This is an optimization exercise on Yosys and OpenROAD, whose aim is small area, not a production implementation.
Where RTL was checked, it was by simulation tests only, not by an equivalence proof against the original.
The RTL of runs 1 and 2 was laid out without a check of its function.
Power figures rest on the tool's default switching activity, not on a simulated workload.

`design/flow/config.mk`:
```
export PLATFORM = sky130hd
export DESIGN_NAME = cnn_top
export DESIGN_NICKNAME = cnn_top
export VERILOG_FILES = /design/flow/design.v
export SDC_FILE = /design/flow/constraint.sdc
export NUM_CORES = 4
export LEC_CHECK = 0
export CAP_MARGIN = 20
export CORE_MARGIN = 2
export CORE_UTILIZATION = 40
export SLEW_MARGIN = 20
```
`design/flow/constraint.sdc`:
```
create_clock -name core_clock -period 10.0 [get_ports {clk}]
set_input_delay 2.0000 -clock core_clock [delete_from_list [all_inputs] [get_ports {clk}]]
set_output_delay 2.0000 -clock core_clock [all_outputs]
set_load 0.01 [all_outputs]
```
`design/flow/design.v`:
```
module cnn_mac (input logic [7:0] a, input logic [7:0] b, input logic [19:0] acc,
                input logic clr, output logic [19:0] q);
    logic p1;
    logic p2;
    logic p3;
    logic p4;
    logic p5;
    logic p6;
    logic p7;
    logic p8;
    logic p9;
    logic p10;
    logic p11;
    logic p12;
    logic p13;
    logic p14;
    logic p15;
    logic p16;
    logic p17;
    logic p18;
    logic p19;
    logic p20;
    logic p21;
    logic p22;
    logic p23;
    logic p24;
    logic p25;
    logic p26;
    logic p27;
    logic p28;
    logic p29;
    logic p30;
    logic p31;
    logic p32;
    logic p33;
    logic p34;
    logic p35;
    logic p36;
    logic p37;
    logic p38;
    logic p39;
    logic p40;
    logic p41;
    logic p42;
    logic p43;
    logic p44;
    logic p45;
    logic p46;
    logic p47;
    logic p48;
    logic p49;
    logic p50;
    logic p51;
    logic p52;
    logic p53;
    logic p54;
    logic p55;
    logic p56;
    logic p57;
    logic p58;
    logic p59;
    logic p60;
    logic p61;
    logic p62;
    logic p63;
    logic p64;
    logic p65;
    logic p66;
    logic p67;
    logic p68;
    logic p69;
    logic p70;
    logic p71;
    logic p72;
    logic p73;
    logic p74;
    logic p75;
    logic p76;
    logic p77;
    logic p78;
    logic p79;
    logic p80;
    logic p81;
    logic p82;
    logic p83;
    logic p84;
    logic s85;
    logic c86;
    logic s87;
    logic c88;
    logic s89;
    logic c90;
    logic s91;
    logic c92;
    logic s93;
    logic c94;
    logic s95;
    logic c96;
    logic s97;
    logic c98;
    logic s99;
    logic c100;
    logic s101;
    logic c102;
    logic s103;
    logic c104;
    logic s105;
    logic c106;
    logic s107;
    logic c108;
    logic s109;
    logic c110;
    logic s111;
    logic c112;
    logic s113;
    logic c114;
    logic s115;
    logic c116;
    logic s117;
    logic c118;
    logic s119;
    logic c120;
    logic s121;
    logic c122;
    logic s123;
    logic c124;
    logic s125;
    logic c126;
    logic s127;
    logic c128;
    logic s129;
    logic c130;
    logic s131;
    logic c132;
    logic s133;
    logic c134;
    logic s135;
    logic c136;
    logic s137;
    logic c138;
    logic s139;
    logic c140;
    logic s141;
    logic c142;
    logic s143;
    logic c144;
    logic s145;
    logic c146;
    logic s147;
    logic c148;
    logic s149;
    logic c150;
    logic s151;
    logic c152;
    logic s153;
    logic c154;
    logic s155;
    logic c156;
    logic s157;
    logic c158;
    logic s159;
    logic c160;
    logic s161;
    logic c162;
    logic s163;
    logic c164;
    logic s165;
    logic c166;
    logic s167;
    logic c168;
    logic s169;
    logic c170;
    logic s171;
    logic c172;
    logic s173;
    logic c174;
    logic s175;
    logic c176;
    logic s177;
    logic c178;
    logic s179;
    logic c180;
    logic s181;
    logic c182;
    logic s183;
    logic c184;
    logic s185;
    logic c186;
    logic s187;
    logic c188;
    logic s189;
    logic c190;
    logic s191;
    logic c192;
    logic s193;
    logic c194;
    logic s195;
    logic c196;
    logic s197;
    logic c198;
    logic s199;
    logic c200;
    logic s201;
    logic c202;
    logic s203;
    logic c204;
    logic s205;
    logic c206;
    logic s207;
    logic c208;
    assign p1 = (a[0] & b[0]);
    assign p2 = (acc[0] & ~clr);
    assign p3 = (a[0] & b[1]);
    assign p4 = (a[1] & b[0]);
    assign p5 = (acc[1] & ~clr);
    assign p6 = (a[0] & b[2]);
    assign p7 = (a[1] & b[1]);
    assign p8 = (a[2] & b[0]);
    assign p9 = (acc[2] & ~clr);
    assign p10 = (a[0] & b[3]);
    assign p11 = (a[1] & b[2]);
    assign p12 = (a[2] & b[1]);
    assign p13 = (a[3] & b[0]);
    assign p14 = (acc[3] & ~clr);
    assign p15 = (a[0] & b[4]);
    assign p16 = (a[1] & b[3]);
    assign p17 = (a[2] & b[2]);
    assign p18 = (a[3] & b[1]);
    assign p19 = (a[4] & b[0]);
    assign p20 = (acc[4] & ~clr);
    assign p21 = (a[0] & b[5]);
    assign p22 = (a[1] & b[4]);
    assign p23 = (a[2] & b[3]);
    assign p24 = (a[3] & b[2]);
    assign p25 = (a[4] & b[1]);
    assign p26 = (a[5] & b[0]);
    assign p27 = (acc[5] & ~clr);
    assign p28 = (a[0] & b[6]);
    assign p29 = (a[1] & b[5]);
    assign p30 = (a[2] & b[4]);
    assign p31 = (a[3] & b[3]);
    assign p32 = (a[4] & b[2]);
    assign p33 = (a[5] & b[1]);
    assign p34 = (a[6] & b[0]);
    assign p35 = (acc[6] & ~clr);
    assign p36 = ~(a[0] & b[7]);
    assign p37 = (a[1] & b[6]);
    assign p38 = (a[2] & b[5]);
    assign p39 = (a[3] & b[4]);
    assign p40 = (a[4] & b[3]);
    assign p41 = (a[5] & b[2]);
    assign p42 = (a[6] & b[1]);
    assign p43 = (a[7] & b[0]);
    assign p44 = (acc[7] & ~clr);
    assign p45 = ~(a[1] & b[7]);
    assign p46 = (a[2] & b[6]);
    assign p47 = (a[3] & b[5]);
    assign p48 = (a[4] & b[4]);
    assign p49 = (a[5] & b[3]);
    assign p50 = (a[6] & b[2]);
    assign p51 = (a[7] & b[1]);
    assign p52 = (acc[8] & ~clr);
    assign p53 = ~(a[2] & b[7]);
    assign p54 = (a[3] & b[6]);
    assign p55 = (a[4] & b[5]);
    assign p56 = (a[5] & b[4]);
    assign p57 = (a[6] & b[3]);
    assign p58 = (a[7] & b[2]);
    assign p59 = (acc[9] & ~clr);
    assign p60 = ~(a[3] & b[7]);
    assign p61 = (a[4] & b[6]);
    assign p62 = (a[5] & b[5]);
    assign p63 = (a[6] & b[4]);
    assign p64 = (a[7] & b[3]);
    assign p65 = (acc[10] & ~clr);
    assign p66 = ~(a[4] & b[7]);
    assign p67 = (a[5] & b[6]);
    assign p68 = (a[6] & b[5]);
    assign p69 = (a[7] & b[4]);
    assign p70 = (acc[11] & ~clr);
    assign p71 = ~(a[5] & b[7]);
    assign p72 = (a[6] & b[6]);
    assign p73 = (a[7] & b[5]);
    assign p74 = (acc[12] & ~clr);
    assign p75 = ~(a[6] & b[7]);
    assign p76 = (a[7] & b[6]);
    assign p77 = (acc[13] & ~clr);
    assign p78 = ~(a[7] & b[7]);
    assign p79 = (acc[14] & ~clr);
    assign p80 = (acc[15] & ~clr);
    assign p81 = (acc[16] & ~clr);
    assign p82 = (acc[17] & ~clr);
    assign p83 = (acc[18] & ~clr);
    assign p84 = (acc[19] & ~clr);
    assign s85 = p36 ^ p37;
    assign c86 = p36 & p37;
    assign s87 = p21 ^ p22;
    assign c88 = p21 & p22;
    cnn_fa u_s89 (.x(p28), .y(p29), .z(p30), .s(s89), .c(c90));
    assign s91 = p31 ^ p32;
    assign c92 = p31 & p32;
    cnn_fa u_s93 (.x(p38), .y(p39), .z(p40), .s(s93), .c(c94));
    cnn_fa u_s95 (.x(p41), .y(p42), .z(p43), .s(s95), .c(c96));
    assign s97 = 1'b1 ^ p44;
    assign c98 = 1'b1 & p44;
    cnn_fa u_s99 (.x(p45), .y(p46), .z(p47), .s(s99), .c(c100));
    cnn_fa u_s101 (.x(p48), .y(p49), .z(p50), .s(s101), .c(c102));
    cnn_fa u_s103 (.x(p51), .y(p52), .z(c86), .s(s103), .c(c104));
    cnn_fa u_s105 (.x(p53), .y(p54), .z(p55), .s(s105), .c(c106));
    cnn_fa u_s107 (.x(p56), .y(p57), .z(p58), .s(s107), .c(c108));
    cnn_fa u_s109 (.x(p60), .y(p61), .z(p62), .s(s109), .c(c110));
    assign s111 = p10 ^ p11;
    assign c112 = p10 & p11;
    cnn_fa u_s113 (.x(p15), .y(p16), .z(p17), .s(s113), .c(c114));
    assign s115 = p18 ^ p19;
    assign c116 = p18 & p19;
    cnn_fa u_s117 (.x(p23), .y(p24), .z(p25), .s(s117), .c(c118));
    cnn_fa u_s119 (.x(p26), .y(p27), .z(s87), .s(s119), .c(c120));
    cnn_fa u_s121 (.x(p33), .y(p34), .z(p35), .s(s121), .c(c122));
    cnn_fa u_s123 (.x(c88), .y(s89), .z(s91), .s(s123), .c(c124));
    cnn_fa u_s125 (.x(s85), .y(c90), .z(c92), .s(s125), .c(c126));
    cnn_fa u_s127 (.x(s93), .y(s95), .z(s97), .s(s127), .c(c128));
    cnn_fa u_s129 (.x(c94), .y(c96), .z(c98), .s(s129), .c(c130));
    cnn_fa u_s131 (.x(s99), .y(s101), .z(s103), .s(s131), .c(c132));
    cnn_fa u_s133 (.x(p59), .y(c100), .z(c102), .s(s133), .c(c134));
    cnn_fa u_s135 (.x(c104), .y(s105), .z(s107), .s(s135), .c(c136));
    cnn_fa u_s137 (.x(p63), .y(p64), .z(p65), .s(s137), .c(c138));
    cnn_fa u_s139 (.x(c106), .y(c108), .z(s109), .s(s139), .c(c140));
    cnn_fa u_s141 (.x(p66), .y(p67), .z(p68), .s(s141), .c(c142));
    cnn_fa u_s143 (.x(p69), .y(p70), .z(c110), .s(s143), .c(c144));
    cnn_fa u_s145 (.x(p71), .y(p72), .z(p73), .s(s145), .c(c146));
    assign s147 = p6 ^ p7;
    assign c148 = p6 & p7;
    cnn_fa u_s149 (.x(p12), .y(p13), .z(p14), .s(s149), .c(c150));
    cnn_fa u_s151 (.x(p20), .y(c112), .z(s113), .s(s151), .c(c152));
    cnn_fa u_s153 (.x(c114), .y(c116), .z(s117), .s(s153), .c(c154));
    cnn_fa u_s155 (.x(c118), .y(c120), .z(s121), .s(s155), .c(c156));
    cnn_fa u_s157 (.x(c122), .y(c124), .z(s125), .s(s157), .c(c158));
    cnn_fa u_s159 (.x(c126), .y(c128), .z(s129), .s(s159), .c(c160));
    cnn_fa u_s161 (.x(c130), .y(c132), .z(s133), .s(s161), .c(c162));
    cnn_fa u_s163 (.x(c134), .y(c136), .z(s137), .s(s163), .c(c164));
    cnn_fa u_s165 (.x(c138), .y(c140), .z(s141), .s(s165), .c(c166));
    cnn_fa u_s167 (.x(p74), .y(c142), .z(c144), .s(s167), .c(c168));
    cnn_fa u_s169 (.x(p75), .y(p76), .z(p77), .s(s169), .c(c170));
    assign s171 = p3 ^ p4;
    assign c172 = p3 & p4;
    cnn_fa u_s173 (.x(p8), .y(p9), .z(s147), .s(s173), .c(c174));
    cnn_fa u_s175 (.x(s111), .y(c148), .z(s149), .s(s175), .c(c176));
    cnn_fa u_s177 (.x(s115), .y(c150), .z(s151), .s(s177), .c(c178));
    cnn_fa u_s179 (.x(s119), .y(c152), .z(s153), .s(s179), .c(c180));
    cnn_fa u_s181 (.x(s123), .y(c154), .z(s155), .s(s181), .c(c182));
    cnn_fa u_s183 (.x(s127), .y(c156), .z(s157), .s(s183), .c(c184));
    cnn_fa u_s185 (.x(s131), .y(c158), .z(s159), .s(s185), .c(c186));
    cnn_fa u_s187 (.x(s135), .y(c160), .z(s161), .s(s187), .c(c188));
    cnn_fa u_s189 (.x(s139), .y(c162), .z(s163), .s(s189), .c(c190));
    cnn_fa u_s191 (.x(s143), .y(c164), .z(s165), .s(s191), .c(c192));
    cnn_fa u_s193 (.x(s145), .y(c166), .z(s167), .s(s193), .c(c194));
    cnn_fa u_s195 (.x(c146), .y(c168), .z(s169), .s(s195), .c(c196));
    cnn_fa u_s197 (.x(p78), .y(p79), .z(c170), .s(s197), .c(c198));
    assign s199 = 1'b1 ^ p80;
    assign c200 = 1'b1 & p80;
    assign s201 = 1'b1 ^ p81;
    assign c202 = 1'b1 & p81;
    assign s203 = 1'b1 ^ p82;
    assign c204 = 1'b1 & p82;
    assign s205 = 1'b1 ^ p83;
    assign c206 = 1'b1 & p83;
    assign s207 = 1'b1 ^ p84;
    assign c208 = 1'b1 & p84;
    assign q = {c206, c204, c202, c200, c198, c196, c194, c192, c190, c188, c186, c184, c182, c180, c178, c176, c174, c172, p5, p1}
             + {s207, s205, s203, s201, s199, s197, s195, s193, s191, s189, s187, s185, s183, s181, s179, s177, s175, s173, s171, p2};
endmodule
module cnn_fa (input logic x, input logic y, input logic z, output logic s, output logic c);
    assign s = x ^ y ^ z;
    assign c = (x & y) | (x & z) | (y & z);
endmodule
`timescale 1ns/1ns
module cnn_top
(
    input  logic        clk,
    input  logic        reset,
    input  logic        load_req,
    input  logic [15:0] load_cmd,        
    output logic        load_ack,
    input  logic        run_req,
    output logic        run_ack,
    output logic [81:0] result           
);
    localparam logic [2:0] S_IDLE  = 3'd0;
    localparam logic [2:0] S_WAIT  = 3'd1;
    localparam logic [2:0] S_CONV  = 3'd2;      
    localparam logic [2:0] S_CONV2 = 3'd3;      
    localparam logic [2:0] S_DENSE = 3'd4;
    localparam logic [2:0] S_ACK   = 3'd5;
    logic [2:0]  state;
    logic [5:0]  phi;
    logic [3:0]  psi;
    logic [1:0]  cls;
    logic        wflag;                      
    logic [63:0][7:0] img;
    logic [8:0][7:0]  flt;
    logic [35:0][7:0] wts;
    logic [8:0][7:0]  fea;
    logic signed [19:0] scores [0:3];
    logic [1:0]  win_class;
    assign result = {win_class, scores[3], scores[2], scores[1], scores[0]};
    logic psi_end;
    logic t_last;                            
    assign psi_end = (psi == 4'd8);
    assign t_last  = psi_end && cls == 2'd3 && phi == 6'd63;
    always_ff @(posedge clk or negedge reset)
    begin
        if (!reset)
        begin
            phi <= '0;
            psi <= '0;
            cls <= '0;
        end
        else
        begin
            phi <= phi + 6'd1;
            psi <= psi_end ? 4'd0 : psi + 4'd1;
            if (psi_end)
            begin
                cls <= cls + 2'd1;
            end
        end
    end
    logic [1:0] tgt;
    logic [5:0] addr;
    logic [7:0] din;
    logic [5:0] d_img;
    logic [1:0] w_cls;
    logic [3:0] w_k;
    logic       pending;
    logic       wr_ok;
    logic       ack_ok;
    logic       hit_img, hit_flt, hit_wts, ignored, we;
    assign tgt  = load_cmd[15:14];
    assign addr = load_cmd[13:8];
    assign din  = load_cmd[7:0];
    assign d_img = {addr[5:4] - phi[5:4], 4'd0};
    assign w_cls = addr >= 6'd27 ? 2'd3 : addr >= 6'd18 ? 2'd2 : addr >= 6'd9 ? 2'd1 : 2'd0;
    assign w_k   = 4'(addr - 6'd9 * 6'(w_cls));
    assign hit_img = tgt == 2'd0 && addr[3:0] == phi[3:0];
    assign hit_flt = tgt == 2'd1 && addr == 6'(psi);
    assign hit_wts = tgt == 2'd2 && addr < 6'd36
                     && w_k == psi;
    assign ignored = tgt == 2'd3 || (tgt == 2'd1 && addr >= 6'd9)
                     || (tgt == 2'd2 && addr >= 6'd36);
    assign pending = load_req && !load_ack;
    assign ack_ok  = state == S_IDLE && !run_req;
    assign wr_ok   = ack_ok || state == S_ACK;      
    assign we      = pending && wr_ok;
    always_ff @(posedge clk or negedge reset)
    begin
        if (!reset)
        begin
            load_ack <= 1'b0;
            wflag    <= 1'b0;
        end
        else
        begin
            wflag <= pending && (wflag || (we && (hit_img || hit_flt || hit_wts)));
            if (pending && ack_ok && (hit_img || hit_flt || hit_wts || ignored || wflag))
            begin
                load_ack <= 1'b1;
            end
            else if (!load_req)
            begin
                load_ack <= 1'b0;
            end
        end
    end
    always_ff @(posedge clk)
    begin
        for (int p = 0; p < 64; p++)
        begin
            img[p] <= img[(p + 1) % 64];
        end
        for (int m = 0; m < 4; m++)
        begin
            if (we && hit_img && d_img[5:4] == 2'(m + 1))
            begin
                img[16*m + 15] <= din;
            end
        end
    end
    always_ff @(posedge clk)
    begin
        for (int p = 0; p < 8; p++)
        begin
            flt[p] <= flt[p + 1];
        end
        flt[8] <= (we && hit_flt) ? din : flt[0];
    end
    always_ff @(posedge clk)
    begin
        for (int p = 0; p < 36; p++)
        begin
            wts[p] <= wts[(p + 1) % 36];
        end
        for (int m = 0; m < 4; m++)
        begin
            if (we && hit_wts && w_cls - cls == 2'(m + 1))
            begin
                wts[9*m + 8] <= din;
            end
        end
    end
    logic [7:0]  opa;                        
    logic [7:0]  opb;                        
    logic signed [19:0] sum;
    logic dense;
    assign dense = state == S_DENSE;
    always_comb
    begin
        if (dense)
        begin
            opa = fea[0];
            opb = wts[0];
        end
        else
        begin
            opa = (psi < 4'd3) ? img[0] : (psi < 4'd6) ? img[5] : img[10];
            opb = flt[0];
        end
    end
    cnn_mac u_mac (.a(opa), .b(opb), .acc(scores[3]), .clr(psi == 4'd0), .q(sum));
    logic hold;
    assign hold = state == S_ACK || (state == S_CONV && cls[0])
                  || (state == S_CONV2 && !cls[0]);
    always_ff @(posedge clk)
    begin
        if (!hold)
        begin
            scores[3] <= sum;
        end
    end
    logic [5:0] prev_o;                      
    logic       prev_valid;
    logic       prev_first;                  
    logic [3:0] prev_g;
    logic       upd;
    logic [7:0] relu;
    assign prev_o     = phi - 6'(psi) - 6'd9;
    assign prev_valid = prev_o[5:3] < 3'd6 && prev_o[2:0] < 3'd6;
    assign prev_g     = 4'(prev_o[5:4]) * 4'd3 + 4'(prev_o[2:1]);
    assign prev_first = !prev_o[3] && !prev_o[0];
    assign upd  = hold && state != S_ACK && prev_valid && prev_g == psi;
    assign relu = scores[3] < 0 ? 8'd0 : scores[3] > 255 ? 8'd255 : scores[3][7:0];
    always_ff @(posedge clk)
    begin
        for (int p = 0; p < 8; p++)
        begin
            fea[p] <= fea[p + 1];
        end
        if (upd && (prev_first || relu > fea[0]))
        begin
            fea[8] <= relu;
        end
        else
        begin
            fea[8] <= fea[0];
        end
    end
    logic [1:0] best_idx;
    logic signed [19:0] best;
    assign best_idx = win_class - cls + 2'd3;
    assign best = (best_idx == 2'd0) ? scores[0] : (best_idx == 2'd1) ? scores[1] : scores[2];
    always_ff @(posedge clk)
    begin
        if (dense && psi_end)
        begin
            if (cls != 2'd3)
            begin
                scores[2] <= sum;
                scores[1] <= scores[2];
                scores[0] <= scores[1];
            end
            if (cls == 2'd0 || sum > best)
            begin
                win_class <= cls;
            end
        end
    end
    always_ff @(posedge clk or negedge reset)
    begin
        if (!reset)
        begin
            state   <= S_IDLE;
            run_ack <= 1'b0;
        end
        else
        begin
            case (state)
                S_IDLE:
                begin
                    if (run_req)
                    begin
                        state <= S_WAIT;
                    end
                end
                S_WAIT:
                begin
                    if (t_last)
                    begin
                        state <= S_CONV;
                    end
                end
                S_CONV:
                begin
                    if (t_last)
                    begin
                        state <= S_CONV2;
                    end
                end
                S_CONV2:
                begin
                    if (t_last)
                    begin
                        state <= S_DENSE;
                    end
                end
                S_DENSE:
                begin
                    if (psi_end && cls == 2'd3)
                    begin
                        state   <= S_ACK;
                        run_ack <= 1'b1;
                    end
                end
                default:
                begin
                    if (!run_req)
                    begin
                        state   <= S_IDLE;
                        run_ack <= 1'b0;
                    end
                end
            endcase
        end
    end
endmodule
```
`design/flow/flow/run.sh`:
```
#!/bin/bash
set -euo pipefail
export BUFFER_PORTS_ARGS="-buffer_cell sky130_fd_sc_hd__buf_1"
export CTS_ARGS="-sink_clustering_enable -repair_clock_nets -dont_use_dummy_load -buf_list sky130_fd_sc_hd__clkbuf_8 -sink_clustering_size 20 -sink_clustering_max_diameter 50"
bash standard.sh > standard.log 2>&1
```
`design/flow/standard.sh`:
```
#!/bin/bash
# synth_recipe.tcl (not shown) runs the flow's synth.tcl, then flattens the netlist and writes it again
# the make line also repeats each setting of config.mk as NAME=value (left out here)
make -C /OpenROAD-flow-scripts/flow DESIGN_CONFIG=/design/flow/config.mk WORK_HOME=/design/flow/orfs CLKGATE_MAP_FILE= SYNTH_SCRIPT=/design/flow/synth_recipe.tcl "${@:-finish}"
```
==> impl_metrics.py, run 1 <==
metrics = {
    "synthesis": {
        "synth.cell_area_mm2": 0.0282,
        "yosysSeqAreaShare_pct": 77.4,
        "postSynthAreaPerCell_um2": 15.1,
        "ys_types": 62,
        "ys.flop_type": "dfxtp_1",
        "yosysTopAreaCell": "dfxtp_1",
        "yosysTopAreaCellShare_pct": 67.1,
        "async_flop_share_pct": 1.72,
        "syn_inst": 1866,
        "ys_top_cells_by_area": "dfxtp_1, edfxtp_1, fa_1",
        "synth_edf_count": 82,
        "synth-warning-count": 3,
        "syn_nets": 2017,
        "ys_ff_latch": 1044,
    },
    "die": {
        "core_mm2": 0.0699,
        "die_h_um": 269,
        "dieArea_mm2": 0.0726,
        "die_w_um": 269,
        "rows": 97,
        "initial_utilization_pct": 40.3,
        "num_io_pins": 104,
    },
    "timing": {
        "finalHoldViolations": 0,
        "rsz0062_at_grt": "no",
        "period_share_pct": 80.7,
        "slew_headroom_pct": 26.5,
        "slew_viol_final": 0,
        "finClkSkew_ns": 0.105,
        "period_minus_slack_ns": 8.07,
        "holdWs_ns": 0.275,
        "max_freq_mhz": 124,
        "worst_pin_slew_ns": 1.10,
        "finalSetupTns_ns": 0,
        "final-setup-viol-count": 0,
    },
    "global_routing": {
        "grt_util_met2_pct": 18.9,
        "grt_overflow": 0,
        "grt_pass1_wl_um": 72800,
        "grt_pass1_vias": 13110,
        "grt_max_degree": 61,
        "met3_usage_pct": 2.51,
        "grt.busiest_layer": "met2",
        "grt_usage_pct": 12.7,
        "antenna_found_initial": 2,
        "use_met1_pct": 18.2,
    },
    "route": {
        "drt-total-wl_um": 45400,
        "ant_nets": 0,
        "drtIter0Drc": 681,
        "vias": 12775,
        "routedWlPerCell_um": 15.3,
        "drc": 0,
        "vias_per_cell": 4.31,
        "dr.pass1.iters": 5,
    },
    "clock_tree": {
        "cts_tree": "built",
        "post_cts_buffers": 0,
        "holdBufCountCts": 0,
        "cts_buffers": 76,
        "clk_pin_slew_ns": 0.10,
        "ctsResizeCount": 0,
        "cts_num_sinks": 1044,
        "clkLatencyLatePin_ns": 0.68,
        "h-tree-depth": 3,
        "clockRootBuffer": "clkbuf_8",
        "cts.path.max_buffers": 3,
    },
    "power_and_ir_drop": {
        "p_leak_nw": 12.4,
        "peakVddDrop_uv": 83.4,
        "power_density_mw_per_mm2": 199,
        "power_mw": 6.13,
    },
    "worst_setup_path": {
        "r2r_end": "win_class[1]$_DFFE_PP_",
        "cpLargestDelayFamily": "adder cells",
        "worstPathArrival_ns": 8.38,
        "start_kind": "flop",
        "r2r_start": "psi[0]$_DFF_PN0_",
        "max_stage_delay_ns": 0.72,
        "end_kind": "flop",
        "crit_start": "psi[0]$_DFF_PN0_",
        "reg2regPathDepth": 29,
        "reg2reg_slack_ns": 1.93,
        "crit_required_ns": 10.31,
        "cpMaxStageDelayCell": "o21ai_0",
        "crit_type": "flop to flop",
        "crit_fanout": 16,
        "path_buf_inv": 3,
    },
    "final_layout": {
        "fin_area_mm2": 0.0307,
        "drive_above_1_share_pct": 9.30,
        "fin_nets": 2174,
        "fin_util_pct": 44.0,
        "area_growth_pct": 9.03,
    },
    "flow_run": {
        "cap_violations": 0,
    },
    "worst_hold_path": {
        "hold_depth": 0,
        "hold_path_class": "flop to flop",
        "hp-start": "img[311]$_DFF_P_",
        "whs_endpoint": "img[303]$_DFF_P_",
    },
    "place": {
        "gp_congestion": 0.852,
        "io_buffers": 103,
        "hpwl_um": 31000,
        "dpl_cell_area_mm2": 0.0297,
    },
    "status": {
        "outcome": "complete, no violations",
    },
}
[Yosys cell counts, types with 5 or more instances]
cell      number
a211oi_1      10
a21o_1         8
a21oi_1       55
a31oi_1        6
and2_1        10
and3_1         7
clkbuf_1      21
dfrtp_1       18
dfxtp_1      944
edfxtp_1      82
fa_1          54
ha_1          77
inv_1        117
mux2_2        77
mux2i_1       38
nand2_1       41
nand2b_1      13
nand3_1       14
nand4_1        5
nor2_1        99
nor2b_1        8
nor3_1         7
nor4_1         6
o21ai_0       24
or2_2         18
xnor2_1       40
xor2_1        16
[routing by layer]
| metal | wire length (um) | share of wire [%] |
|---|---|---|
| met5 | 0 | 0 |
| met4 | 1330 | 2.9 |
| met3 | 1970 | 4.3 |
| met2 | 19100 | 42 |
| met1 | 23000 | 51 |
[stage by stage]
step | setup slack (ns) | instances
5_1_grt | 1.41 | 2962
4_1_cts | 1.69 | 2961
2_1_floorplan | 2.94 | 1866
3_5_place_dp | 1.69 | 2885
3_3_place_gp | 2.02 | 2885
6_report | 1.93 | 2962
[area by class of cell]
cell class	instances	area, um^2
Fill cell	6307	39200
Clock buffer	76	1050
Inverter	117	439
Timing Repair Buffer	105	403
Antenna cell	1	2.50
Tap cell	940	1180
Multi-Input combinational cell	679	5850
Sequential cell	1044	21800
[how the worst max path moves through the flow]
| stage | end | slack, ns | cells past startpoint |
|---|---|---|---|
| 2_1_floorplan | win_class[0]$_DFFE_PP_ | 2.94 | 30 |
| 3_3_place_gp | win_class[0]$_DFFE_PP_ | 2.02 | 30 |
| 3_5_place_dp | win_class[1]$_DFFE_PP_ | 1.69 | 30 |
| 4_1_cts | win_class[0]$_DFFE_PP_ | 1.69 | 30 |
| 5_1_grt | win_class[1]$_DFFE_PP_ | 1.41 | 30 |
| 6_report | win_class[1]$_DFFE_PP_ | 1.93 | 29 |
[flip-flops by register name, indices dropped and copies added (netlist names)]
signal     count
scores        80
cls            2
run_ack        1
phi            6
fea           72
load_ack       1
win_class      2
wts          288
img          512
wflag          1
state          3
flt           72
psi            4
[logic make-up after synthesis]
family          after synthesis  synth area share [%]
flops                      1044                  77.4
mux                         117                  4.51
fa+ha+maj                   131                  7.25
compound gates              131                  2.84
xor+xnor                     56                  1.74
simple gates                244                  4.34
buf+inv                     143                  1.94
[cells in the final DEF, fill, tap and decap left out, types with 3 or more instances in the layout]
| cell | count |
|---|---|
| nor4_1 | 6 |
| mux2_2 | 77 |
| xor2_1 | 16 |
| buf_1 | 102 |
| nand3_1 | 14 |
| and2_1 | 9 |
| o22ai_1 | 3 |
| dfrtp_1 | 18 |
| a211oi_1 | 10 |
| o21ai_0 | 24 |
| nand2b_1 | 13 |
| nand2_1 | 41 |
| clkbuf_8 | 76 |
| mux2i_1 | 38 |
| a21o_1 | 8 |
| nor2b_1 | 8 |
| ha_1 | 77 |
| a21oi_1 | 54 |
| dfxtp_1 | 944 |
| a211o_1 | 3 |
| nand4_1 | 5 |
| nor3_1 | 7 |
| a31oi_1 | 6 |
| fa_1 | 54 |
| nor2_1 | 97 |
| or3_1 | 3 |
| edfxtp_1 | 82 |
| xnor2_1 | 39 |
| or2_2 | 18 |
| inv_1 | 117 |
| and3_1 | 7 |
[power by group]
part	internal, mW	switching (mW)	total, mW	leakage [nW]
registers	4.22	0.0104	4.23	8.63
clock network	0.683	1.16	1.84	0.546
logic	0.0247	0.0381	0.0628	3.18
total	4.92	1.20	6.13	12.4
==> inputs of run 2 (changes only) <==
==> design/flow/flow/run.sh (replaced) <==
#!/bin/bash
set -euo pipefail
export BUFFER_PORTS_ARGS="-buffer_cell sky130_fd_sc_hd__buf_1"
export CTS_ARGS="-sink_clustering_enable -repair_clock_nets -dont_use_dummy_load -buf_list sky130_fd_sc_hd__clkbuf_8 -sink_clustering_size 18 -sink_clustering_max_diameter 60"
bash standard.sh > standard.log 2>&1
--- a/design/flow/config.mk
+++ b/design/flow/config.mk
@@ -7,5 +7,5 @@
 export LEC_CHECK = 0
 export CAP_MARGIN = 20
 export CORE_MARGIN = 2
-export CORE_UTILIZATION = 40
+export CORE_UTILIZATION = 60
 export SLEW_MARGIN = 20
==> run 2 against run 1 <==
  * Clock skew down 0.037 ns
  * Area after synthesis unchanged
  * Die area down 33%
  * Sequential share of layout area up 1.1 points
  * Non-clock buffer count up 2
  * Critical path type unchanged
  * Largest power group unchanged
==> impl_metrics.py, run 2 <==
metrics = {
    "status": {
        "outcome": "complete, no violations",
    },
    "die": {
        "die_w_um": 221,
        "core_mm2": 0.0465,
        "rows": 79,
        "num_io_pins": 104,
        "die_h_um": 221,
        "initial_utilization_pct": 60.7,
        "dieArea_mm2": 0.0487,
    },
    "worst_setup_path": {
        "crit_fanout": 9,
        "end_kind": "flop",
        "max_stage_delay_ns": 0.86,
        "start_kind": "flop",
        "r2r_end": "win_class[0]$_DFFE_PP_",
        "worstPathArrival_ns": 8.52,
        "endpoint": "win_class[0]$_DFFE_PP_",
        "path_buf_inv": 3,
        "crit_cells": 29,
        "reg2reg_slack_ns": 1.79,
        "crit_required_ns": 10.31,
        "crit_type": "flop to flop",
        "cpLargestDelayFamily": "compound AO/OA/AOI/OAI gates",
        "r2r_start": "psi[3]$_DFF_PN0_",
        "crit_start": "psi[3]$_DFF_PN0_",
        "reg2regPathDepth": 29,
        "path_common_cell": "a21oi_1",
        "cpMaxStageDelayCell": "a21oi_1",
    },
    "synthesis": {
        "async_flop_share_pct": 1.72,
        "ys_ff_latch": 1044,
        "synth-warning-count": 3,
        "yosys.cell_count.top_type": "dfxtp_1",
        "synth.cells.most_frequent": "dfxtp_1, inv_1, nor2_1, edfxtp_1",
        "yosys.area_share.simple_pct": 4.34,
        "synth_edf_count": 82,
        "yosysTopAreaCellShare_pct": 67.1,
        "synth.cell_area_mm2": 0.0282,
        "yosysTopAreaCell": "dfxtp_1",
        "ys_types": 62,
        "syn_inst": 1866,
        "synth_mux_area_share_pct": 4.51,
        "ys.flop_type": "dfxtp_1",
        "synth_top_family_by_area": "adder cells",
        "postSynthAreaPerCell_um2": 15.1,
        "synth_compound_area_share_pct": 2.84,
        "synthXorXnorAreaFrac_pct": 1.74,
        "yosysSeqAreaShare_pct": 77.4,
        "syn_nets": 2017,
        "synthAdderAreaFrac_pct": 7.25,
        "ys_top_cells_by_area": "dfxtp_1, edfxtp_1, fa_1",
    },
    "place": {
        "gp_congestion": 0.832,
        "dp.cells": 2554,
        "io_buffers": 103,
        "hpwl_um": 30000,
        "dpl_cell_area_mm2": 0.0293,
    },
    "timing": {
        "period_minus_slack_ns": 8.21,
        "slew_viol_final": 0,
        "slew_headroom_pct": 28.9,
        "worst_pin_slew_ns": 1.06,
        "finClkSkew_ns": 0.0689,
        "period_share_pct": 82.1,
        "final-setup-viol-count": 0,
        "max_freq_mhz": 122,
        "rsz0062_at_grt": "no",
        "finalHoldViolations": 0,
        "finalSetupTns_ns": 0,
    },
    "final_layout": {
        "final_cell_mix": "dfxtp_1, inv_1, buf_1, nor2_1, edfxtp_1",
        "largest_reg_flops": 512,
        "top_regs": "img (512), wts (288), scores (80)",
        "layout_commonest_cell": "dfxtp_1",
        "area_growth_pct": 7.34,
        "fin_util_pct": 65.1,
        "layoutNonFillerInstCount": 2626,
        "drive_above_1_share_pct": 9.12,
        "fin_nets": 2171,
        "fin_area_mm2": 0.0303,
        "largest_register": "img",
    },
    "route": {
        "drc": 0,
        "vias_per_cell": 4.83,
        "drt-total-wl_um": 43900,
        "drtIter0Drc": 657,
        "ant_nets": 0,
        "routedWlPerCell_um": 16.7,
        "dr.pass1.iters": 6,
        "vias": 12692,
    },
    "global_routing": {
        "grt_pass1_vias": 12575,
        "antenna_found_initial": 0,
        "grt_usage_pct": 18.5,
        "grt_max_degree": 61,
        "grt_overflow": 0,
        "grt_pass1_wl_um": 68600,
    },
    "worst_hold_path": {
        "hold_path_class": "flop to flop",
    },
    "clock_tree": {
        "clockRootBuffer": "clkbuf_8",
        "cts_buffers": 71,
        "clk_pin_slew_ns": 0.11,
        "clkLatencyLatePin_ns": 0.68,
        "holdBufCountCts": 0,
        "cts_num_sinks": 1044,
        "post_cts_buffers": 0,
        "h-tree-depth": 3,
        "ctsResizeCount": 0,
        "cts.path.max_buffers": 3,
        "cts_tree": "built",
    },
    "power_and_ir_drop": {
        "p_leak_nw": 12.3,
        "power_density_mw_per_mm2": 200,
        "peakVddDrop_uv": 206,
    },
    "flow_run": {
        "cap_violations": 0,
    },
}
run 2: cell count changes in the layout (fill, tap and decap cells not counted), sizes merged:
cell    previous run  this run
buf              104       106
clkbuf            77        72
run 2: area by class of cell:
type | count | area [um^2]
Fill cell | 3523 | 16200
Tap cell | 607 | 759
Timing Repair Buffer | 107 | 418
Antenna cell | 1 | 2.50
Clock buffer | 71 | 977
Sequential cell | 1044 | 21800
Inverter | 117 | 439
Multi-Input combinational cell | 679 | 5850
run 2: through the flow:
stage	hold WS, ns	total power [mW]	worst slack [ns]
floorplan	0.310	4.36	2.94
global placement	0.309	4.38	2.06
detailed placement	0.312	4.39	1.87
CTS	0.296	6.14	1.82
global route	0.289	6.29	1.02
finish	0.292	6.06	1.79
run 2: worst min path at each step:
stage	startpoint	endpoint	cells after the start
after floorplan	fea[8]$_DFF_P_	fea[0]$_DFF_P_	0
after global placement	img[334]$_DFF_P_	img[326]$_DFF_P_	0
after detailed placement	img[219]$_DFF_P_	img[211]$_DFF_P_	0
after CTS	wts[90]$_DFF_P_	wts[82]$_DFF_P_	0
after global routing	img[415]$_DFF_P_	img[407]$_DFF_P_	0
final	img[415]$_DFF_P_	img[407]$_DFF_P_	0
run 2: worst reg2reg max path, delay by kind of cell, from the launching register on:
family	cells	cell delay (ns)
DFF	1	0.51
and+or+nand+nor	6	0.75
AOI/OAI and AO/OA	11	3.39
muxes	2	0.30
buffers and inverters	3	0.14
xor gates and xnor gates	1	0.22
adders and majority gates	6	2.55
run 2: routing by layer:
layer	track usage, %	part of all wire (%)
met1	26.4	50
met2	28.6	43
met3	3.85	4.1
met4	6.13	2.7
met5	0	0
run 2: kinds of logic (layout without fill, tap and decap cells):
group | after synthesis | in the layout
simple gates | 244 | 244
fa+ha+maj | 131 | 131
flops | 1044 | 1044
xor+xnor | 56 | 56
compound gates | 131 | 131
mux | 117 | 117
buf+inv | 143 | 295
other cells | 0 | 1
run 2: power breakdown:
group | switching, mW | total [mW] | internal, mW
clock network | 1.13 | 1.78 | 0.641
registers | 0.0147 | 4.23 | 4.22
logic | 0.0345 | 0.0589 | 0.0244
==> inputs of run 3 (changes only) <==
--- a/design/flow/design.v
+++ b/design/flow/design.v
@@ -208,6 +208,46 @@
     logic c206;
     logic s207;
     logic c208;
+    logic r209;
+    logic rc210;
+    logic r211;
+    logic rc212;
+    logic r213;
+    logic rc214;
+    logic r215;
+    logic rc216;
+    logic r217;
+    logic rc218;
+    logic r219;
+    logic rc220;
+    logic r221;
+    logic rc222;
+    logic r223;
+    logic rc224;
+    logic r225;
+    logic rc226;
+    logic r227;
+    logic rc228;
+    logic r229;
+    logic rc230;
+    logic r231;
+    logic rc232;
+    logic r233;
+    logic rc234;
+    logic r235;
+    logic rc236;
+    logic r237;
+    logic rc238;
+    logic r239;
+    logic rc240;
+    logic r241;
+    logic rc242;
+    logic r243;
+    logic rc244;
+    logic r245;
+    logic rc246;
+    logic r247;
+    logic rc248;
     assign p1 = (a[0] & b[0]);
     assign p2 = (acc[0] & ~clr);
     assign p3 = (a[0] & b[1]);
@@ -367,8 +407,28 @@
     assign c206 = 1'b1 & p83;
     assign s207 = 1'b1 ^ p84;
     assign c208 = 1'b1 & p84;
-    assign q = {c206, c204, c202, c200, c198, c196, c194, c192, c190, c188, c186, c184, c182, c180, c178, c176, c174, c172, p5, p1}
-             + {s207, s205, s203, s201, s199, s197, s195, s193, s191, s189, s187, s185, s183, s181, s179, s177, s175, s173, s171, p2};
+    assign r209 = p1 ^ p2;
+    assign rc210 = p1 & p2;
+    cnn_fa u_r211 (.x(p5), .y(s171), .z(rc210), .s(r211), .c(rc212));
+    cnn_fa u_r213 (.x(c172), .y(s173), .z(rc212), .s(r213), .c(rc214));
+    cnn_fa u_r215 (.x(c174), .y(s175), .z(rc214), .s(r215), .c(rc216));
+    cnn_fa u_r217 (.x(c176), .y(s177), .z(rc216), .s(r217), .c(rc218));
+    cnn_fa u_r219 (.x(c178), .y(s179), .z(rc218), .s(r219), .c(rc220));
+    cnn_fa u_r221 (.x(c180), .y(s181), .z(rc220), .s(r221), .c(rc222));
+    cnn_fa u_r223 (.x(c182), .y(s183), .z(rc222), .s(r223), .c(rc224));
+    cnn_fa u_r225 (.x(c184), .y(s185), .z(rc224), .s(r225), .c(rc226));
+    cnn_fa u_r227 (.x(c186), .y(s187), .z(rc226), .s(r227), .c(rc228));
+    cnn_fa u_r229 (.x(c188), .y(s189), .z(rc228), .s(r229), .c(rc230));
+    cnn_fa u_r231 (.x(c190), .y(s191), .z(rc230), .s(r231), .c(rc232));
+    cnn_fa u_r233 (.x(c192), .y(s193), .z(rc232), .s(r233), .c(rc234));
+    cnn_fa u_r235 (.x(c194), .y(s195), .z(rc234), .s(r235), .c(rc236));
+    cnn_fa u_r237 (.x(c196), .y(s197), .z(rc236), .s(r237), .c(rc238));
+    cnn_fa u_r239 (.x(c198), .y(s199), .z(rc238), .s(r239), .c(rc240));
+    cnn_fa u_r241 (.x(c200), .y(s201), .z(rc240), .s(r241), .c(rc242));
+    cnn_fa u_r243 (.x(c202), .y(s203), .z(rc242), .s(r243), .c(rc244));
+    cnn_fa u_r245 (.x(c204), .y(s205), .z(rc244), .s(r245), .c(rc246));
+    cnn_fa u_r247 (.x(c206), .y(s207), .z(rc246), .s(r247), .c(rc248));
+    assign q = {r247, r245, r243, r241, r239, r237, r235, r233, r231, r229, r227, r225, r223, r221, r219, r217, r215, r213, r211, r209};
 endmodule
 module cnn_fa (input logic x, input logic y, input logic z, output logic s, output logic c);
     assign s = x ^ y ^ z;
@@ -391,7 +451,8 @@
     localparam logic [2:0] S_CONV  = 3'd2;      
     localparam logic [2:0] S_CONV2 = 3'd3;      
     localparam logic [2:0] S_DENSE = 3'd4;
-    localparam logic [2:0] S_ACK   = 3'd5;
+    localparam logic [2:0] S_FIN   = 3'd5;      
+    localparam logic [2:0] S_ACK   = 3'd6;
     logic [2:0]  state;
     logic [5:0]  phi;
     logic [3:0]  psi;
@@ -510,7 +571,7 @@
     end
     logic [7:0]  opa;                        
     logic [7:0]  opb;                        
-    logic signed [19:0] sum;
+    logic signed [19:0] sum;                 
     logic dense;
     assign dense = state == S_DENSE;
     always_comb
@@ -528,7 +589,7 @@
     end
     cnn_mac u_mac (.a(opa), .b(opb), .acc(scores[3]), .clr(psi == 4'd0), .q(sum));
     logic hold;
-    assign hold = state == S_ACK || (state == S_CONV && cls[0])
+    assign hold = state == S_ACK || state == S_FIN || (state == S_CONV && cls[0])
                   || (state == S_CONV2 && !cls[0]);
     always_ff @(posedge clk)
     begin
@@ -547,7 +608,7 @@
     assign prev_valid = prev_o[5:3] < 3'd6 && prev_o[2:0] < 3'd6;
     assign prev_g     = 4'(prev_o[5:4]) * 4'd3 + 4'(prev_o[2:1]);
     assign prev_first = !prev_o[3] && !prev_o[0];
-    assign upd  = hold && state != S_ACK && prev_valid && prev_g == psi;
+    assign upd  = (state == S_CONV || state == S_CONV2) && hold && prev_valid && prev_g == psi;
     assign relu = scores[3] < 0 ? 8'd0 : scores[3] > 255 ? 8'd255 : scores[3][7:0];
     always_ff @(posedge clk)
     begin
@@ -564,23 +625,26 @@
             fea[8] <= fea[0];
         end
     end
-    logic [1:0] best_idx;
+    logic       cmp;
+    logic [1:0] cmp_cls;
     logic signed [19:0] best;
-    assign best_idx = win_class - cls + 2'd3;
-    assign best = (best_idx == 2'd0) ? scores[0] : (best_idx == 2'd1) ? scores[1] : scores[2];
+    assign cmp     = (dense && psi == 4'd0 && cls != 2'd0) || state == S_FIN;
+    assign cmp_cls = cls - 2'd1;
+    assign best    = (win_class == 2'd0) ? scores[0] : (win_class == 2'd1) ? scores[1] : scores[2];
     always_ff @(posedge clk)
     begin
-        if (dense && psi_end)
+        if (cmp)
         begin
-            if (cls != 2'd3)
+            for (int q = 0; q < 3; q++)
             begin
-                scores[2] <= sum;
-                scores[1] <= scores[2];
-                scores[0] <= scores[1];
+                if (cmp_cls == 2'(q))
+                begin
+                    scores[q] <= scores[3];
+                end
             end
-            if (cls == 2'd0 || sum > best)
+            if (cmp_cls == 2'd0 || scores[3] > best)
             begin
-                win_class <= cls;
+                win_class <= cmp_cls;
             end
         end
     end
@@ -626,10 +690,14 @@
                 begin
                     if (psi_end && cls == 2'd3)
                     begin
-                        state   <= S_ACK;
-                        run_ack <= 1'b1;
+                        state <= S_FIN;
                     end
                 end
+                S_FIN:
+                begin
+                    state   <= S_ACK;
+                    run_ack <= 1'b1;
+                end
                 default:
                 begin
                     if (!run_req)
==> run 3 against run 2 <==
  * Still clean
  * Total power is 18% higher
  * Clock skew is 0.033 ns higher
  * First-iteration DRC count is 6.7% lower
  * Flip-flop and latch count stayed put
  * Area after synthesis is 0.96% lower
  * Non-clock buffer count is 7 higher
  * Sequential share of layout area is 0.52 points higher
  * Register-to-register slack worse by 1.2 ns
  * Core utilization is 0.19 points lower
  * Die area is 0.94% lower
==> impl_metrics.py, run 3 <==
metrics = {
    "final_layout": {
        "drive_above_1_share_pct": 8.48,
        "final_cell_mix": "dfxtp_1, inv_1, buf_1, nor2_1, edfxtp_1",
        "largest_reg_flops": 512,
        "n_fill_cell": 3406,
        "top_regs": "img (512), wts (288), scores (80)",
        "largest_register": "img",
        "area_growth_pct": 7.62,
        "diodes": 0,
        "layout_commonest_cell": "dfxtp_1",
        "fin_nets": 2099,
    },
    "synthesis": {
        "yosysTopAreaCellShare_pct": 67.7,
        "syn_inst": 1783,
        "ys_ff_latch": 1044,
        "synth_edf_count": 82,
        "yosysSeqAreaShare_pct": 78.1,
        "ys_types": 57,
        "synth.cells.most_frequent": "dfxtp_1, inv_1, nor2_1, edfxtp_1, fa_1",
        "syn_nets": 1935,
        "postSynthAreaPerCell_um2": 15.7,
        "synth.cell_area_mm2": 0.0279,
        "yosysTopAreaCell": "dfxtp_1",
        "yosys.cell_count.top_type": "dfxtp_1",
        "ys.flop_type": "dfxtp_1",
        "async_flop_share_pct": 1.72,
        "synth-warning-count": 3,
        "ys_top_cells_by_area": "dfxtp_1, edfxtp_1, fa_1",
    },
    "status": {
        "outcome": "complete, no violations",
    },
    "route": {
        "drc": 0,
        "vias": 12127,
        "drtIter0Drc": 613,
        "drt-total-wl_um": 41600,
        "routedWlPerCell_um": 16.3,
        "vias_per_cell": 4.75,
        "dr.pass1.iters": 5,
        "ant_nets": 0,
    },
    "die": {
        "dieArea_mm2": 0.0483,
        "rows": 79,
        "initial_utilization_pct": 60.3,
        "die_h_um": 220,
        "die_w_um": 220,
        "num_io_pins": 104,
        "core_mm2": 0.0463,
    },
    "worst_hold_path": {
        "hold_path_class": "flop to flop",
        "hp-start": "img[343]$_DFF_P_",
        "hold_depth": 0,
        "whs_endpoint": "img[335]$_DFF_P_",
    },
    "worst_setup_path": {
        "r2r_start": "psi[0]$_DFF_PN0_",
        "crit_type": "flop to flop",
        "cpMaxStageDelayCell": "a21oi_1",
        "path_common_cell": "fa_1",
        "worstPathArrival_ns": 9.89,
        "end_kind": "flop",
        "crit_required_ns": 10.49,
        "start_kind": "flop",
        "reg2regPathDepth": 30,
        "r2r_end": "scores[3][18]$_DFFE_PN_",
        "max_stage_delay_ns": 0.56,
        "crit_fanout": 16,
        "reg2reg_slack_ns": 0.60,
    },
    "timing": {
        "finClkSkew_ns": 0.102,
        "final-setup-viol-count": 0,
        "max_freq_mhz": 106,
        "holdWs_ns": 0.294,
        "period_share_pct": 94.0,
        "slew_viol_final": 0,
        "finalSetupTns_ns": 0,
        "slew_headroom_pct": 30.8,
        "rsz0062_at_grt": "no",
        "worst_pin_slew_ns": 1.04,
        "period_minus_slack_ns": 9.40,
        "finalHoldViolations": 0,
    },
    "global_routing": {
        "grt_usage_pct": 18.1,
        "grt_pass1_vias": 12259,
        "grt_overflow": 0,
        "grt_pass1_wl_um": 66600,
        "grt_max_degree": 42,
        "antenna_found_initial": 0,
    },
    "power_and_ir_drop": {
        "peakVddDrop_uv": 185,
        "power_density_mw_per_mm2": 238,
        "p_leak_nw": 12.2,
    },
    "place": {
        "gp_congestion": 0.830,
        "io_buffers": 103,
        "hpwl_um": 28400,
    },
    "clock_tree": {
        "cts_num_sinks": 1044,
        "holdBufCountCts": 0,
        "h-tree-depth": 3,
        "clockRootBuffer": "clkbuf_8",
        "clkLatencyLatePin_ns": 0.66,
        "cts_tree": "built",
        "cts.path.max_buffers": 3,
        "cts_buffers": 72,
        "ctsResizeCount": 0,
        "post_cts_buffers": 0,
        "clk_pin_slew_ns": 0.10,
    },
    "flow_run": {
        "cap_violations": 0,
    },
}
run 3: per-stage QoR:
stage | total power [mW] | cell area, um^2 | utilization [%] | worst slack [ns] | std cells
final | 7.14 | 30000 | 64.9 | 0.597 | 2552
after CTS | 7.24 | 30000 | 64.9 | 0.580 | 2552
after global placement | 5.45 | 29000 | 62.8 | 0.706 | 2480
after detailed placement | 5.49 | 29000 | 62.8 | 0.574 | 2480
after floorplan | 5.19 | 27900 | - | 1.22 | 1783
after global routing | 7.54 | 30000 | 64.9 | 0.111 | 2552
run 3: logic make-up after synthesis:
logic type | Yosys count | synth area share, %
adders and majority gates | 132 | 7.83
xor gates and xnor gates | 35 | 1.19
and+or+nand+nor | 209 | 3.89
DFF | 1044 | 78.1
buffers and inverters | 145 | 2.00
muxes | 118 | 4.70
AOI/OAI and AO/OA | 100 | 2.25
run 3: worst max path at each step:
stage / from / endpoint / slack [ns]
finish: psi[0]$_DFF_PN0_ / scores[3][18]$_DFFE_PN_ / 0.60
global route: psi[0]$_DFF_PN0_ / scores[3][18]$_DFFE_PN_ / 0.11
CTS: psi[0]$_DFF_PN0_ / scores[3][18]$_DFFE_PN_ / 0.58
detailed placement: psi[0]$_DFF_PN0_ / scores[3][18]$_DFFE_PN_ / 0.57
global placement: psi[1]$_DFF_PN0_ / scores[3][18]$_DFFE_PN_ / 0.71
floorplan: state[0]$_DFFE_PN0P_ / scores[3][18]$_DFFE_PN_ / 1.22
run 3: area by class of cell:
| type | instances | area [um^2] | area share (%) |
|---|---|---|---|
| Clock buffer | 72 | 991 | 3.30 |
| Timing Repair Buffer | 114 | 470 | 1.57 |
| Multi-Input combinational cell | 594 | 5550 | 18.5 |
| Tap cell | 607 | 759 | 2.53 |
| Inverter | 121 | 454 | 1.51 |
| Sequential cell | 1044 | 21800 | 72.6 |
run 3: critical path, delay by kind of cell, from the launching register on:
family | cells | cell delay [ns]
compound gates | 2 | 0.62
buf+inv | 6 | 0.38
fa+ha+maj | 19 | 6.98
flops | 1 | 0.48
simple gates | 3 | 0.85
run 3: per-layer routing:
layer / share of wire (%) / up-vias / wire length, um / global-route usage [%]
li1: - / 6019 / - / -
met1: 50 / 5819 / 20900 / 26.0
met2: 43 / 203 / 18000 / 28.0
met3: 3.9 / 86 / 1610 / 3.71
met4: 2.5 / 0 / 1040 / 5.46
met5: 0 / - / 0 / 0
run 3: report_power, final:
| part | switching [mW] | total, mW | internal, mW |
|---|---|---|---|
| clock | 1.12 | 1.77 | 0.649 |
| sequential | 0.154 | 4.56 | 4.41 |
| combinational | 0.478 | 0.810 | 0.332 |
==> inputs of run 4 (changes only) <==
--- a/design/flow/design.v
+++ b/design/flow/design.v
@@ -455,6 +455,8 @@
     localparam logic [2:0] S_ACK   = 3'd6;
     logic [2:0]  state;
     logic [5:0]  phi;
+    logic [1:0]  ph;                         
+    logic [1:0]  pl;                         
     logic [3:0]  psi;
     logic [1:0]  cls;
     logic        wflag;                      
@@ -465,22 +467,34 @@
     logic signed [19:0] scores [0:3];
     logic [1:0]  win_class;
     assign result = {win_class, scores[3], scores[2], scores[1], scores[0]};
+    logic psi0;
     logic psi_end;
     logic t_last;                            
-    assign psi_end = (psi == 4'd8);
+    assign psi     = {ph, 1'b0} + 4'(ph) + 4'(pl);
+    assign psi0    = ph == 2'd0 && pl == 2'd0;
+    assign psi_end = ph == 2'd2 && pl == 2'd2;
     assign t_last  = psi_end && cls == 2'd3 && phi == 6'd63;
     always_ff @(posedge clk or negedge reset)
     begin
         if (!reset)
         begin
             phi <= '0;
-            psi <= '0;
+            ph  <= '0;
+            pl  <= '0;
             cls <= '0;
         end
         else
         begin
             phi <= phi + 6'd1;
-            psi <= psi_end ? 4'd0 : psi + 4'd1;
+            if (pl == 2'd2)
+            begin
+                pl <= 2'd0;
+                ph <= (ph == 2'd2) ? 2'd0 : ph + 2'd1;
+            end
+            else
+            begin
+                pl <= pl + 2'd1;
+            end
             if (psi_end)
             begin
                 cls <= cls + 2'd1;
@@ -573,24 +587,35 @@
     logic [7:0]  opb;                        
     logic signed [19:0] sum;                 
     logic dense;
+    logic idle;                              
+    logic hold;
     assign dense = state == S_DENSE;
+    assign idle  = (state == S_CONV && cls[0]) || (state == S_CONV2 && !cls[0]);
+    assign hold  = idle || state == S_FIN || state == S_ACK;
     always_comb
     begin
-        if (dense)
+        if (dense || idle)
         begin
             opa = fea[0];
+        end
+        else
+        begin
+            opa = (ph == 2'd0) ? img[0] : (ph == 2'd1) ? img[5] : img[10];
+        end
+        if (dense)
+        begin
             opb = wts[0];
         end
+        else if (idle)
+        begin
+            opb = 8'hff;                     
+        end
         else
         begin
-            opa = (psi < 4'd3) ? img[0] : (psi < 4'd6) ? img[5] : img[10];
             opb = flt[0];
         end
     end
-    cnn_mac u_mac (.a(opa), .b(opb), .acc(scores[3]), .clr(psi == 4'd0), .q(sum));
-    logic hold;
-    assign hold = state == S_ACK || state == S_FIN || (state == S_CONV && cls[0])
-                  || (state == S_CONV2 && !cls[0]);
+    cnn_mac u_mac (.a(opa), .b(opb), .acc(scores[3]), .clr(psi0 && !idle), .q(sum));
     always_ff @(posedge clk)
     begin
         if (!hold)
@@ -598,25 +623,29 @@
             scores[3] <= sum;
         end
     end
-    logic [5:0] prev_o;                      
-    logic       prev_valid;
-    logic       prev_first;                  
-    logic [3:0] prev_g;
+    logic [5:0] slot_o;
+    logic [3:0] tgt_g;
+    logic       tgt_first;                   
     logic       upd;
     logic [7:0] relu;
-    assign prev_o     = phi - 6'(psi) - 6'd9;
-    assign prev_valid = prev_o[5:3] < 3'd6 && prev_o[2:0] < 3'd6;
-    assign prev_g     = 4'(prev_o[5:4]) * 4'd3 + 4'(prev_o[2:1]);
-    assign prev_first = !prev_o[3] && !prev_o[0];
-    assign upd  = (state == S_CONV || state == S_CONV2) && hold && prev_valid && prev_g == psi;
-    assign relu = scores[3] < 0 ? 8'd0 : scores[3] > 255 ? 8'd255 : scores[3][7:0];
+    assign slot_o = phi - 6'd8;
+    always_ff @(posedge clk)
+    begin
+        if (psi_end)
+        begin
+            tgt_g     <= {slot_o[5:4], slot_o[2:1]};
+            tgt_first <= !slot_o[3] && !slot_o[0];
+        end
+    end
+    assign upd  = idle && tgt_g == {ph, pl};
+    assign relu = scores[3][19] ? 8'd0 : (|scores[3][18:8]) ? 8'd255 : scores[3][7:0];
     always_ff @(posedge clk)
     begin
         for (int p = 0; p < 8; p++)
         begin
             fea[p] <= fea[p + 1];
         end
-        if (upd && (prev_first || relu > fea[0]))
+        if (upd && (tgt_first || !sum[19]))
         begin
             fea[8] <= relu;
         end
@@ -627,10 +656,21 @@
     end
     logic       cmp;
     logic [1:0] cmp_cls;
-    logic signed [19:0] best;
-    assign cmp     = (dense && psi == 4'd0 && cls != 2'd0) || state == S_FIN;
+    logic [19:0] nbest;                      
+    logic [20:0] gtc;                        
+    logic [19:0] ca;
+    logic [19:0] cb;
+    assign cmp     = (dense && psi0 && cls != 2'd0) || state == S_FIN;
     assign cmp_cls = cls - 2'd1;
-    assign best    = (win_class == 2'd0) ? scores[0] : (win_class == 2'd1) ? scores[1] : scores[2];
+    assign nbest   = ~((scores[0] & {20{win_class == 2'd0}}) | (scores[1] & {20{win_class == 2'd1}})
+                       | (scores[2] & {20{win_class[1]}}));
+    assign ca     = {~scores[3][19], scores[3][18:0]};
+    assign cb     = {~nbest[19], nbest[18:0]};
+    assign gtc[0] = 1'b0;
+    for (genvar i = 0; i < 20; i++)
+    begin : g_gt
+        assign gtc[i + 1] = (ca[i] & cb[i]) | (ca[i] & gtc[i]) | (cb[i] & gtc[i]);
+    end
     always_ff @(posedge clk)
     begin
         if (cmp)
@@ -642,7 +682,7 @@
                     scores[q] <= scores[3];
                 end
             end
-            if (cmp_cls == 2'd0 || scores[3] > best)
+            if (cmp_cls == 2'd0 || gtc[20])
             begin
                 win_class <= cmp_cls;
             end
--- a/design/flow/config.mk
+++ b/design/flow/config.mk
@@ -5,7 +5,7 @@
 export SDC_FILE = /design/flow/constraint.sdc
 export NUM_CORES = 4
 export LEC_CHECK = 0
-export CAP_MARGIN = 20
+export CAP_MARGIN = 0
 export CORE_MARGIN = 2
 export CORE_UTILIZATION = 60
-export SLEW_MARGIN = 20
+export SLEW_MARGIN = 0
==> run 4 against run 3 <==
  * Clock power is essentially flat
  * Non-clock buffer count grew 19
  * Critical path depth grew 5
==> impl_metrics.py, run 4 <==
metrics = {
    "clock_tree": {
        "cts_num_sinks": 1049,
        "cts_buffers": 70,
        "clk_pin_slew_ns": 0.10,
        "cts_tree": "built",
        "clkLatencyLatePin_ns": 0.65,
        "cts.path.max_buffers": 3,
        "clockRootBuffer": "clkbuf_8",
        "holdBufCountCts": 0,
        "h-tree-depth": 3,
    },
    "flow_run": {
        "cap_violations": 0,
    },
    "die": {
        "rows": 78,
        "num_io_pins": 104,
        "core_mm2": 0.0453,
        "initial_utilization_pct": 60.7,
        "dieArea_mm2": 0.0475,
        "die_w_um": 218,
        "die_h_um": 218,
    },
    "place": {
        "io_buffers": 103,
        "place_ws_ns": 0.0736,
        "hpwl_um": 29200,
        "gp_congestion": 0.828,
    },
    "final_layout": {
        "n_fill_cell": 3273,
        "final_cell_mix": "dfxtp_1, buf_1, inv_1, edfxtp_1, nor2_1",
        "fin_nets": 2039,
        "top_regs": "img (512), wts (288), scores (80)",
        "largest_reg_flops": 512,
        "drive_above_1_share_pct": 9.95,
        "layout_commonest_cell": "dfxtp_1",
        "largest_register": "img",
        "area_growth_pct": 8.38,
    },
    "synthesis": {
        "synthAdderAreaFrac_pct": 6.59,
        "synth_edf_count": 87,
        "async_flop_share_pct": 1.72,
        "ys_types": 58,
        "syn_nets": 1855,
        "ys_ff_latch": 1049,
        "synth_mux_area_share_pct": 4.64,
        "synth_compound_area_share_pct": 2.55,
        "syn_inst": 1738,
        "postSynthAreaPerCell_um2": 15.8,
        "yosysSeqAreaShare_pct": 79.9,
        "synth.cell_area_mm2": 0.0275,
        "synth.cells.most_frequent": "dfxtp_1, inv_1, edfxtp_1, nor2_1, fa_1",
        "synthXorXnorAreaFrac_pct": 1.05,
        "yosysTopAreaCellShare_pct": 68.8,
        "synth-warning-count": 3,
        "yosysTopAreaCell": "dfxtp_1",
        "synth_top_family_by_area": "adder cells",
        "yosys.cell_count.top_type": "dfxtp_1",
        "yosys.area_share.simple_pct": 3.68,
        "ys.flop_type": "dfxtp_1",
        "ys_top_cells_by_area": "dfxtp_1, edfxtp_1, fa_1",
    },
    "timing": {
        "finClkSkew_ns": 0.0775,
        "rsz0062_at_grt": "no",
        "finalWorstSetupSlack_ns": 0.431,
        "period_minus_slack_ns": 9.57,
        "final-setup-viol-count": 0,
        "slew_headroom_pct": 17.5,
        "worst_pin_slew_ns": 1.24,
        "finalSetupTns_ns": 0,
        "max_freq_mhz": 105,
        "period_share_pct": 95.7,
        "finalHoldViolations": 0,
        "slew_viol_final": 0,
    },
    "global_routing": {
        "antenna_found_initial": 0,
        "grt_overflow": 0,
        "grt_pass1_wl_um": 67900,
        "grt_pass1_vias": 12124,
        "grt_usage_pct": 18.9,
        "grt_max_degree": 29,
    },
    "route": {
        "routedWlPerCell_um": 17.1,
        "drt-total-wl_um": 43100,
        "drtIter0Drc": 684,
        "ant_nets": 0,
        "vias_per_cell": 4.80,
        "vias": 12102,
        "drc": 0,
        "dr.pass1.iters": 5,
    },
    "worst_setup_path": {
        "crit_required_ns": 10.52,
        "cpMaxStageDelayCell": "dfrtp_1",
        "reg2regPathDepth": 35,
        "start_kind": "flop",
        "crit_type": "flop to flop",
        "max_stage_delay_ns": 0.49,
        "crit_fanout": 16,
        "worstPathArrival_ns": 10.08,
        "end_kind": "flop",
        "path_common_cell": "fa_1",
    },
    "power_and_ir_drop": {
        "p_leak_nw": 12.0,
        "peakVddDrop_uv": 187,
        "power_density_mw_per_mm2": 234,
    },
    "worst_hold_path": {
        "hold_depth": 0,
        "hold_path_class": "flop to flop",
    },
    "status": {
        "outcome": "complete, no violations",
    },
}
==> run 4: cell types whose count changed in the layout (fill, tap and decap cells not counted), moves of 7 or more <==
cell / previous run / this run
ha_1: 61 / 25
inv_1: 121 / 90
nand2_1: 27 / 51
mux2_2: 39 / 58
buf_4: 11 / 29
nor2_1: 98 / 84
mux2i_1: 38 / 26
o21ai_0: 10 / 20
a21oi_1: 48 / 39
mux2_4: 8 / 0
maj3_1: 0 / 7
o21ai_1: 0 / 7
==> run 4: per-stage QoR <==
stage / power, mW / instances / cell area (um^2) / hold slack (ns) / util, %
after floorplan: 5.04 / 1738 / 27500 / 0.310 / -
after global placement: 5.27 / 2448 / 28700 / 0.310 / 63.5
after detailed placement: 5.30 / 2448 / 28700 / 0.312 / 63.5
after CTS: 7.03 / 2518 / 29700 / 0.265 / 65.6
after global routing: 7.30 / 2520 / 29800 / 0.259 / 65.7
final: 6.95 / 2521 / 29800 / 0.261 / 65.7
==> run 4: kinds of logic (layout without fill, tap and decap cells) <==
kind of cell	Yosys count	after routing
flip-flops	1049	1049
AO/OA/AOI/OAI	111	111
XOR/XNOR	33	33
adder cells (fa/ha/maj)	104	104
multiplexers	116	116
buffers and inverters	112	294
AND/OR/NAND/NOR	213	213
other	0	1
==> run 4: report_power, final <==
part | total, mW | leakage [nW] | internal [mW] | switching [mW]
Combinational | 0.674 | 2.87 | 0.265 | 0.409
Clock | 1.75 | 0.503 | 0.632 | 1.12
Sequential | 4.53 | 8.63 | 4.40 | 0.130
Total | 6.95 | 12.0 | 5.29 | 1.66
==> run 4: worst max-delay path, delay by kind of cell, from the launching register on <==
family	cells	cell delay, ns
adders and majority gates	19	6.54
buffers and inverters	9	1.08
AOI/OAI and AO/OA	2	0.59
DFF	1	0.49
muxes	1	0.35
and+or+nand+nor	3	0.31
xor gates and xnor gates	1	0.12
==> run 4: final timing paths <==
path / end / slack (ns) / start
min in group asynchronous: ph[1]$_DFFE_PN0P_ / 1.55 / reset
worst min register to register: img[65]$_DFF_P_ / 0.26 / img[73]$_DFF_P_
max in group asynchronous: ph[0]$_DFFE_PN0P_ / 7.70 / reset
worst max-delay path: fea[68]$_DFF_P_ / 0.43 / state[2]$_DFFE_PN0P_
worst max register to register: fea[68]$_DFF_P_ / 0.43 / state[2]$_DFFE_PN0P_
worst min-delay path: img[65]$_DFF_P_ / 0.26 / img[73]$_DFF_P_
==> run 4: area by class of cell <==
| cell class | count | area, um^2 | area share (%) |
|---|---|---|---|
| Timing Repair Buffer | 133 | 616 | 2.07 |
| Multi-Input combinational cell | 577 | 5130 | 17.2 |
| Tap cell | 600 | 751 | 2.52 |
| Clock buffer | 70 | 963 | 3.24 |
| Inverter | 91 | 342 | 1.15 |
| Antenna cell | 1 | 2.50 | 0.00841 |
| Sequential cell | 1049 | 22000 | 73.8 |
==> run 4: layer usage <==
layer / part of all wire [%] / routed length [um] / track usage, %
met2: 43 / 18500 / 27.9
met3: 4.2 / 1820 / 3.51
met5: 0 / 0 / 0
met4: 2.4 / 1030 / 6.28
met1: 51 / 21800 / 28.4
==> run 4: repair_timing <==
item | 4_1_cts | 5_1_grt
setup endpoints to repair | 2 | 8
cloned | 0 | 0
setup buffers | 0 | 2
pin swaps | 0 | 1
gates resized for setup | 1 | 10

what the ideal ports hide:
How much do the figures lean on ideal ports? The routed layouts below were timed once more, with nothing changed but the port constraints. Step 1, drivers: a clkbuf_16 drives clk and a buf_2 each remaining input, both assumed. Step 2 moves the port delays by t, midway between the first and last clock arrival at a register: inputs arrive t later, outputs are due t later. That takes back most of the time a late clock gives input paths. a / b / c = no drivers / after step 1 / after step 2; a / b = the first two.
run	shift t [ns]	slack for setup (ns)	worst hold slack (ns)	latest minus earliest clock arrival (ns)	worst slew at a driven data input, ns
run 1	0.683	1.929 / 1.929 / 1.929	0.275 / 0.275 / 0.275	0.106 / 0.107	0.19
run 2	0.686	1.786 / 1.786 / 1.786	0.292 / 0.292 / 0.292	0.097 / 0.098	0.08
run 3	0.662	0.597 / 0.597 / 0.597	0.294 / 0.294 / 0.294	0.102 / 0.103	0.06
run 4	0.665	0.431 / 0.431 / 0.431	0.261 / 0.261 / 0.261	0.093 / 0.093	0.06
After both steps setup and hold are still met in every run listed.
